This design comes from an exercise in tuning for small area, a short achievable clock period and few clock cycles on the open sky130 flow, not from production work. Where RTL was checked, it was by simulation tests only, not by an equivalence proof against the original.

Setup of JK:
// seq_store_top
module seq_store_top (
  input  wire logic                  clk_i,
  input  wire logic                  rst_ni,
  input  wire logic                  rx_deshfu_valid_i,
  output logic                       rx_deshfu_ready_o,
  input  wire store_pkg::seq_entry_t rx_deshfu_i,
  input  wire logic                  txn_valid_i,
  output logic                       txn_ready_o,
  input  wire store_pkg::txn_beat_t  txn_i,
  input  wire logic                  meta_valid_i,
  output logic                       meta_ready_o,
  input  wire store_pkg::meta_t      meta_i,
  output logic                       axi_w_valid_o,
  input  wire logic                  axi_w_ready_i,
  output store_pkg::w_beat_t         axi_w_o
);
  logic        in_req_q;
  logic        hold_q;
  logic        view_hold_q;   
  logic [4:0]  ptr_q;
  logic [15:0][3:0] hi_nb_q;
  logic [15:0]      hi_en_q;
  logic        out_valid_q;
  store_pkg::w_beat_t out_q;
  logic        tq_valid_q;
  logic [3:0]  tq_lower_q;
  logic [4:0]  tq_cnt_q;
  logic        tq_last_q;
  logic        tq_final_q;
  logic        tn_valid_q;
  logic [3:0]  tn_lower_q;
  logic [4:0]  tn_cnt_q;
  logic        tn_last_q;
  logic        tn_final_q;
  logic [4:0]  sum_q;     
  logic        span_q;    
  logic        ge17_q;    
  ...
Size: roughly 1,200 cells after synthesis, roughly 210 flip-flops, ~270 I/O pins.
export LEC_CHECK = 0
export CAP_MARGIN = 20
export CORE_MARGIN = 2
export CORE_UTILIZATION = 60
export CTS_CLUSTER_DIAMETER = 70
export CTS_CLUSTER_SIZE = 32
export SETUP_SLACK_MARGIN = 3.1
export SLEW_MARGIN = 20
export SYNTH_HIERARCHICAL = 1
create_clock -name core_clock -period 6.3 [get_ports {clk_i}]
standard.sh (not shown) runs the stock make flow with config.mk's settings and CLKGATE_MAP_FILE= SYNTH_SCRIPT=/design/flow/synth_recipe.tcl, a recipe that flattens the netlist after the stock synthesis.
==> flow/flow/run.sh <==
#!/bin/bash
# Standard ORFS layout, with the port buffers inserted as the smallest buffer
# (the resizer still upsizes any that timing needs).
set -euo pipefail
export BUFFER_PORTS_ARGS="-buffer_cell sky130_fd_sc_hd__buf_1"
bash standard.sh finish > standard_flow.log 2>&1
Testbench counts of JK, summed over its fixed seeds: cycles 8,613.
diff inputs: JK => MS
- putting ABC_AREA at 1 where nothing was set
- swapping 3.1 for 3.3 in SETUP_SLACK_MARGIN
Notes after the runs:
- From JK to MS the numbers moved as follows: synthesis-to-layout area growth decreased by 2.4 points relative to the old numbers, sum of buffers and inverters on the critical path increased by 3 relative to the old numbers, core utilization decreased by 2.3 points relative to the old numbers, layout clock buffer count increased by 5 relative to the old numbers.
- From JK to MS the numbers moved as follows: post-layout worst setup margin went up.
- Flip-flop and latch count across JK and MS: no real change.
- MS completed every stage of the flow, and the final layout passed the timing, DRC and antenna checks.
- The post-DP HPWL in JK is 0.802 times that in MS.
- Compared with JK, MS shows a register-to-register slack that is 0.21 ns higher.

========
Setup of run 1:
seq_store_top, a different RTL version from the one above (not shown whole).
For scale: ~1300 cells after synthesis, roughly 180 flip-flops, ~270 I/O pins, ~14000 um^2 of cells after synthesis.
Settings: LEC_CHECK=0, CAP_MARGIN=20, CORE_MARGIN=2, CORE_UTILIZATION=40, SETUP_SLACK_MARGIN=0, SLEW_MARGIN=20; clock period 6.3 ns.
run.sh (not shown) runs the stock make flow with config.mk's settings and CLKGATE_MAP_FILE= SYNTH_SCRIPT=/design/flow/synth_recipe.tcl, a recipe that flattens the netlist after the stock synthesis.
Stock flow here: none of the scripts above is used.
The following lists how run 2 was set up differently from run 1:
Settings: SETUP_SLACK_MARGIN: 0 -> 3.0.
==> flow/flow/run.sh (new file) <==
#!/bin/bash
# Standard ORFS layout, with the port buffers inserted as the smallest buffer
# (the resizer still upsizes any that timing needs).
set -euo pipefail
export BUFFER_PORTS_ARGS="-buffer_cell sky130_fd_sc_hd__buf_1"
bash standard.sh finish > standard_flow.log 2>&1
==> flow/standard.sh (new file) <==
#!/bin/bash
# synth_recipe.tcl (not shown) runs the flow's synth.tcl, then flattens the netlist and writes it again
# the make line also repeats each setting of config.mk as NAME=value (left out here)
make -C /OpenROAD-flow-scripts/flow DESIGN_CONFIG=/design/flow/config.mk WORK_HOME=/design/flow/orfs CLKGATE_MAP_FILE= SYNTH_SCRIPT=/design/flow/synth_recipe.tcl "${@:-finish}"
removed: flow/run.sh
Notes after the runs:
Compared to run 1, the router laid down more metal wire for run 2.
Delta (run 2 minus run 1): data arrival time of the worst path saw a decrease; normalized max-slew margin saw an increase; minimum period implied by the final worst setup slack saw a decrease.
Looking at fraction of layout cells with a size suffix above 1 across run 2 and run 1, the one that comes out lower is run 1.
Edits applied to the flow inputs when going from run 2 to run 3:
==> flow/run.sh (new file) <==
#!/bin/bash
# synth_recipe.tcl (not shown) runs the flow's synth.tcl, then flattens the netlist and writes it again
# the make line also repeats each setting of config.mk as NAME=value (left out here)
make -C /OpenROAD-flow-scripts/flow DESIGN_CONFIG=/design/flow/config.mk WORK_HOME=/design/flow/orfs CLKGATE_MAP_FILE= SYNTH_SCRIPT=/design/flow/synth_recipe.tcl finish
removed: flow/flow/run.sh
removed: flow/standard.sh
Notes after the runs:
Run 3 | status: complete | timing, DRC, antenna: pass. Going from run 2 to run 3, sequential share of cell area shrinks by 3.1 points. Per the comparison of run 3 with run 2, post-place instance area went up 11%; post-cts hold buffer count did not really move.
Function was not checked in any run of this note: the RTL went through the layout flow alone.

========
seq_store_top, a different RTL version from the one above (not shown whole).
Size: roughly 0.016 mm² of cells after synthesis.
## seq_store_top
module seq_store_top (
  input  wire logic                  clk_i,
  input  wire logic                  rst_ni,
  input  wire logic                  rx_deshfu_valid_i,
  output logic                       rx_deshfu_ready_o,
  input  wire store_pkg::seq_entry_t rx_deshfu_i,
  input  wire logic                  txn_valid_i,
  output logic                       txn_ready_o,
  input  wire store_pkg::txn_beat_t  txn_i,
  input  wire logic                  meta_valid_i,
  output logic                       meta_ready_o,
  input  wire store_pkg::meta_t      meta_i,
  output logic                       axi_w_valid_o,
  input  wire logic                  axi_w_ready_i,
  output store_pkg::w_beat_t         axi_w_o
);
==> flow/config.mk <==
export PLATFORM = sky130hd
export DESIGN_NAME = seq_store_top
export DESIGN_NICKNAME = seq_store_top
export VERILOG_FILES = /design/flow/design.v
export SDC_FILE = /design/flow/constraint.sdc
export NUM_CORES = 4
export LEC_CHECK = 0
export ABC_AREA = 1
export CAP_MARGIN = 20
export CORE_MARGIN = 2
export CORE_UTILIZATION = 60
export SETUP_SLACK_MARGIN = 3.3
export SLEW_MARGIN = 20
==> flow/constraint.sdc <==
create_clock -name core_clock -period 6.3 [get_ports {clk_i}]
set_input_delay 1.2600 -clock core_clock [delete_from_list [all_inputs] [get_ports {clk_i}]]
set_output_delay 1.2600 -clock core_clock [all_outputs]
set_load 0.01 [all_outputs]
standard.sh (not shown) runs the stock make flow with config.mk's settings and CLKGATE_MAP_FILE= SYNTH_SCRIPT=/design/flow/synth_recipe.tcl, a recipe that flattens the netlist after the stock synthesis.
==> flow/flow/run.sh <==
#!/bin/bash
# Standard ORFS layout, with the port buffers inserted as the smallest buffer
# (the resizer still upsizes any that timing needs).
set -euo pipefail
export BUFFER_PORTS_ARGS="-buffer_cell sky130_fd_sc_hd__buf_1"
bash standard.sh finish > standard_flow.log 2>&1
Edit:
ABC_AREA = default   (was 1)
SETUP_SLACK_MARGIN = 3.0   (was 3.3)
Synthesized cell count went down by 36%.
Global-route usage went down by 5.8 points.
Clock skew is about the same.
Cell area went down by 0.81%.
Area after synthesis went up by 0.36%.
Worst setup slack improves by 31 ps.
Non-clock buffer count went down by 21.
Via count went down by 21%.
Count of clock-buffer cells in the layout went down by 3.
Flip-flop and latch count stays the same.
Edit:
CTS_BUF_LIST = sky130_fd_sc_hd__clkbuf_4 sky130_fd_sc_hd__clkbuf_8   (was default)
CTS_CLUSTER_SIZE = 30   (was default)
SETUP_SLACK_MARGIN = 3.3   (was 3.0)
After rerunning: The changed run completed without violations. Final area is higher by 2.3%. Global-route usage is higher by 1.5 points. Routed wire length is higher by 4.3%. Setup slack improved by 19 ps. Clock skew is about the same. Cell count is higher by 2.2%. Non-clock buffer count is higher by 22. Synthesized area is unchanged.
No run of this note included a check of the RTL's function; only the layout flow was run.

========
v51:
Starting RTL as in the previous note.
## seq_store_top
module seq_store_top (
  input  wire logic                  clk_i,
  input  wire logic                  rst_ni,
  input  wire logic                  rx_deshfu_valid_i,
  output logic                       rx_deshfu_ready_o,
  input  wire store_pkg::seq_entry_t rx_deshfu_i,
  input  wire logic                  txn_valid_i,
  output logic                       txn_ready_o,
  input  wire store_pkg::txn_beat_t  txn_i,
  input  wire logic                  meta_valid_i,
  output logic                       meta_ready_o,
  input  wire store_pkg::meta_t      meta_i,
  output logic                       axi_w_valid_o,
  input  wire logic                  axi_w_ready_i,
  output store_pkg::w_beat_t         axi_w_o
);
  logic        in_req_q;
  logic        hold_q;
  logic [4:0]  ptr_q;
  logic [15:0][3:0] hi_nb_q;
  logic [15:0]      hi_en_q;
  logic        out_valid_q;
  store_pkg::w_beat_t out_q;
  logic        tq_valid_q;
  logic [3:0]  tq_lower_q;
  logic [4:0]  tq_upper_q;
  logic        tq_last_q;
  logic        tq_final_q;
  logic        tn_valid_q;
  logic [3:0]  tn_lower_q;
  logic [4:0]  tn_upper_q;
  logic        tn_last_q;
  logic        tn_final_q;
  logic [4:0]  sum_q;     
  logic        span_q;    
  logic        ge17_q;    
  logic        ge32_q;    
  logic [4:0]  rot_q;     
  logic        mv0_q;
  logic        mv1_q;
  logic [4:0]  moff0_q;
  logic [4:0]  moff1_q;
  logic base;
  logic straddle;
  logic slot_free;
  logic need_x;
  logic step;
  logic capture;
  logic take_x;
  logic fin;
  logic load_meta;
  logic tn_move;
  logic tn_load;
  assign base      = in_req_q && tq_valid_q;
  ...
==> flow/config.mk <==
export PLATFORM = sky130hd
export DESIGN_NAME = seq_store_top
export DESIGN_NICKNAME = seq_store_top
export VERILOG_FILES = /design/flow/design.v
export SDC_FILE = /design/flow/constraint.sdc
export NUM_CORES = 4
export LEC_CHECK = 0
export CAP_MARGIN = 20
export CORE_MARGIN = 2
export CORE_UTILIZATION = 60
export SETUP_SLACK_MARGIN = 3.3
export SLEW_MARGIN = 20
==> flow/constraint.sdc <==
create_clock -name core_clock -period 6.3 [get_ports {clk_i}]
set_input_delay 1.2600 -clock core_clock [delete_from_list [all_inputs] [get_ports {clk_i}]]
set_output_delay 1.2600 -clock core_clock [all_outputs]
set_load 0.01 [all_outputs]
==> flow/flow/run.sh <==
#!/bin/bash
# Standard ORFS layout, with the port buffers inserted as the smallest buffer
# (the resizer still upsizes any that timing needs), and power recovery after
# global routing, which downsizes gates that are off the critical paths.
set -euo pipefail
export BUFFER_PORTS_ARGS="-buffer_cell sky130_fd_sc_hd__buf_1"
export RECOVER_POWER=100
bash standard.sh finish > standard_flow.log 2>&1
Layout checks on v51: not met. Flow itself completed; violations: max-capacitance violations, max-slew violations.
Inputs modified between v51 and v35:
==> flow/flow/run.sh <==
#!/bin/bash
# Standard ORFS layout, with the port buffers inserted as the smallest buffer
# (the resizer still upsizes any that timing needs).
set -euo pipefail
export BUFFER_PORTS_ARGS="-buffer_cell sky130_fd_sc_hd__buf_1"
bash standard.sh finish > standard_flow.log 2>&1
-- flow/config.mk --
<<< v51, line 8
export CAP_MARGIN = 20
export CORE_MARGIN = 2
export CORE_UTILIZATION = 60
export SETUP_SLACK_MARGIN = 3.3
export SLEW_MARGIN = 20
>>> v35, line 8
export CAP_MARGIN = 20
export CORE_MARGIN = 2
export CORE_UTILIZATION = 75
export SETUP_SLACK_MARGIN = 3.3
export SLEW_MARGIN = 20
Notes after the runs:
- v35 ran to completion and came out clean on the timing, DRC and antenna checks.
- In v35, maximum number of pins on one net before global-route repair is higher than in v51.
- Comparing v35 against v51, there is no change at all in port buffer count.
- Buffer count excluding the clock tree in the final layout, v51 and v35, higher one = v35.
- v35 vs v51: final max-slew violation count down
- Going from v51 to v35, slew at the pin closest to its max-slew limit fell by 0.95 ns; final critical-path setup slack rose by 1.06 ns; tightest hold margin rose by 0.0087 ns.
Input changes introduced in v11 (baseline for comparison: v35):
-- flow/config.mk --
<<< v35, line 8
export CAP_MARGIN = 20
export CORE_MARGIN = 2
export CORE_UTILIZATION = 75
export SETUP_SLACK_MARGIN = 3.3
export SLEW_MARGIN = 20
>>> v11, line 8
export CAP_MARGIN = 20
export CORE_MARGIN = 2
export CORE_UTILIZATION = 60
export SETUP_SLACK_MARGIN = 3.3
export SLEW_MARGIN = 20
Findings:
Looking at worst setup slack, v11 sits above v35. In v11 the final period demand of the worst path turned out 0.081 ns lower than in v35. Post-detailed-routing wire length for v11 is lower than for v35. When v11 is set beside v35, its cell count turns out to be 55 larger. Taking v35 as the reference, in v11 width of the chip climbed about 11%; fraction of met2 tracks used by global routing moved down; row count went up by 6; met3 routing resource usage after global routing has decreased; placed instance area rose by 0.50%. Highest cell delay on the worst timing path in v11 is 0.05 ns lower than in v35.
No functional check of the RTL was part of any run of this note.

==> port drivers added, routing unchanged <==
The flow's constraints put no driver on any port. The routed layouts listed below were extracted and timed again, unchanged, in two steps.
Step 1 (the two cells are an assumption about what drives the block):
set clk [get_ports {clk_i}]
set_driving_cell -lib_cell sky130_fd_sc_hd__clkbuf_16 $clk
set_driving_cell -lib_cell sky130_fd_sc_hd__buf_2 [delete_from_list [all_inputs] $clk]
Step 2 times the ports against the registers' clock, not the clock port: input delays grow and output delays shrink by t, the midpoint of the rising clock arrivals with the driver on.
Three values: no drivers, after step 1, after step 2; two values: the first two.
run	shift t [ns]	setup slack, ns	hold WS [ns]	slew at the worst register clock pin (ns)	worst slew at a driven data input, ns
JK	0.547	3.188 / 3.166 / 2.780	0.440 / 0.440 / 0.440	0.11 / 0.11	0.10
MS	0.575	3.280 / 3.259 / 2.717	0.434 / 0.434 / 0.434	0.10 / 0.10	0.17
run 1	0.508	1.434 / 1.466 / 0.958	0.423 / 0.423 / 0.423	0.09 / 0.09	0.08
run 2	0.512	2.503 / 2.502 / 1.990	0.423 / 0.423 / 0.423	0.08 / 0.08	0.10
run 3	0.506	2.571 / 2.573 / 2.066	0.428 / 0.428 / 0.428	0.09 / 0.09	0.08
the first run of note 3	0.583	2.981 / 2.948 / 2.948	0.416 / 0.416 / 0.416	0.07 / 0.07	0.12
the second run of note 3	0.564	3.012 / 2.989 / 2.763	0.438 / 0.438 / 0.438	0.07 / 0.07	0.10
the third run of note 3	0.583	3.031 / 3.001 / 2.880	0.415 / 0.415 / 0.415	0.07 / 0.07	0.10
v51	0.562	1.895 / 1.925 / 1.363	0.425 / 0.425 / 0.425	0.07 / 0.07	0.10
v35	0.569	2.953 / 2.888 / 2.526	0.434 / 0.434 / 0.434	0.07 / 0.07	0.15
v11	0.559	3.034 / 3.005 / 2.777	0.425 / 0.425 / 0.425	0.07 / 0.07	0.09
The setup slack of MS, which loses most, moves by -0.021 ns with the drivers and by -0.563 ns with both steps.
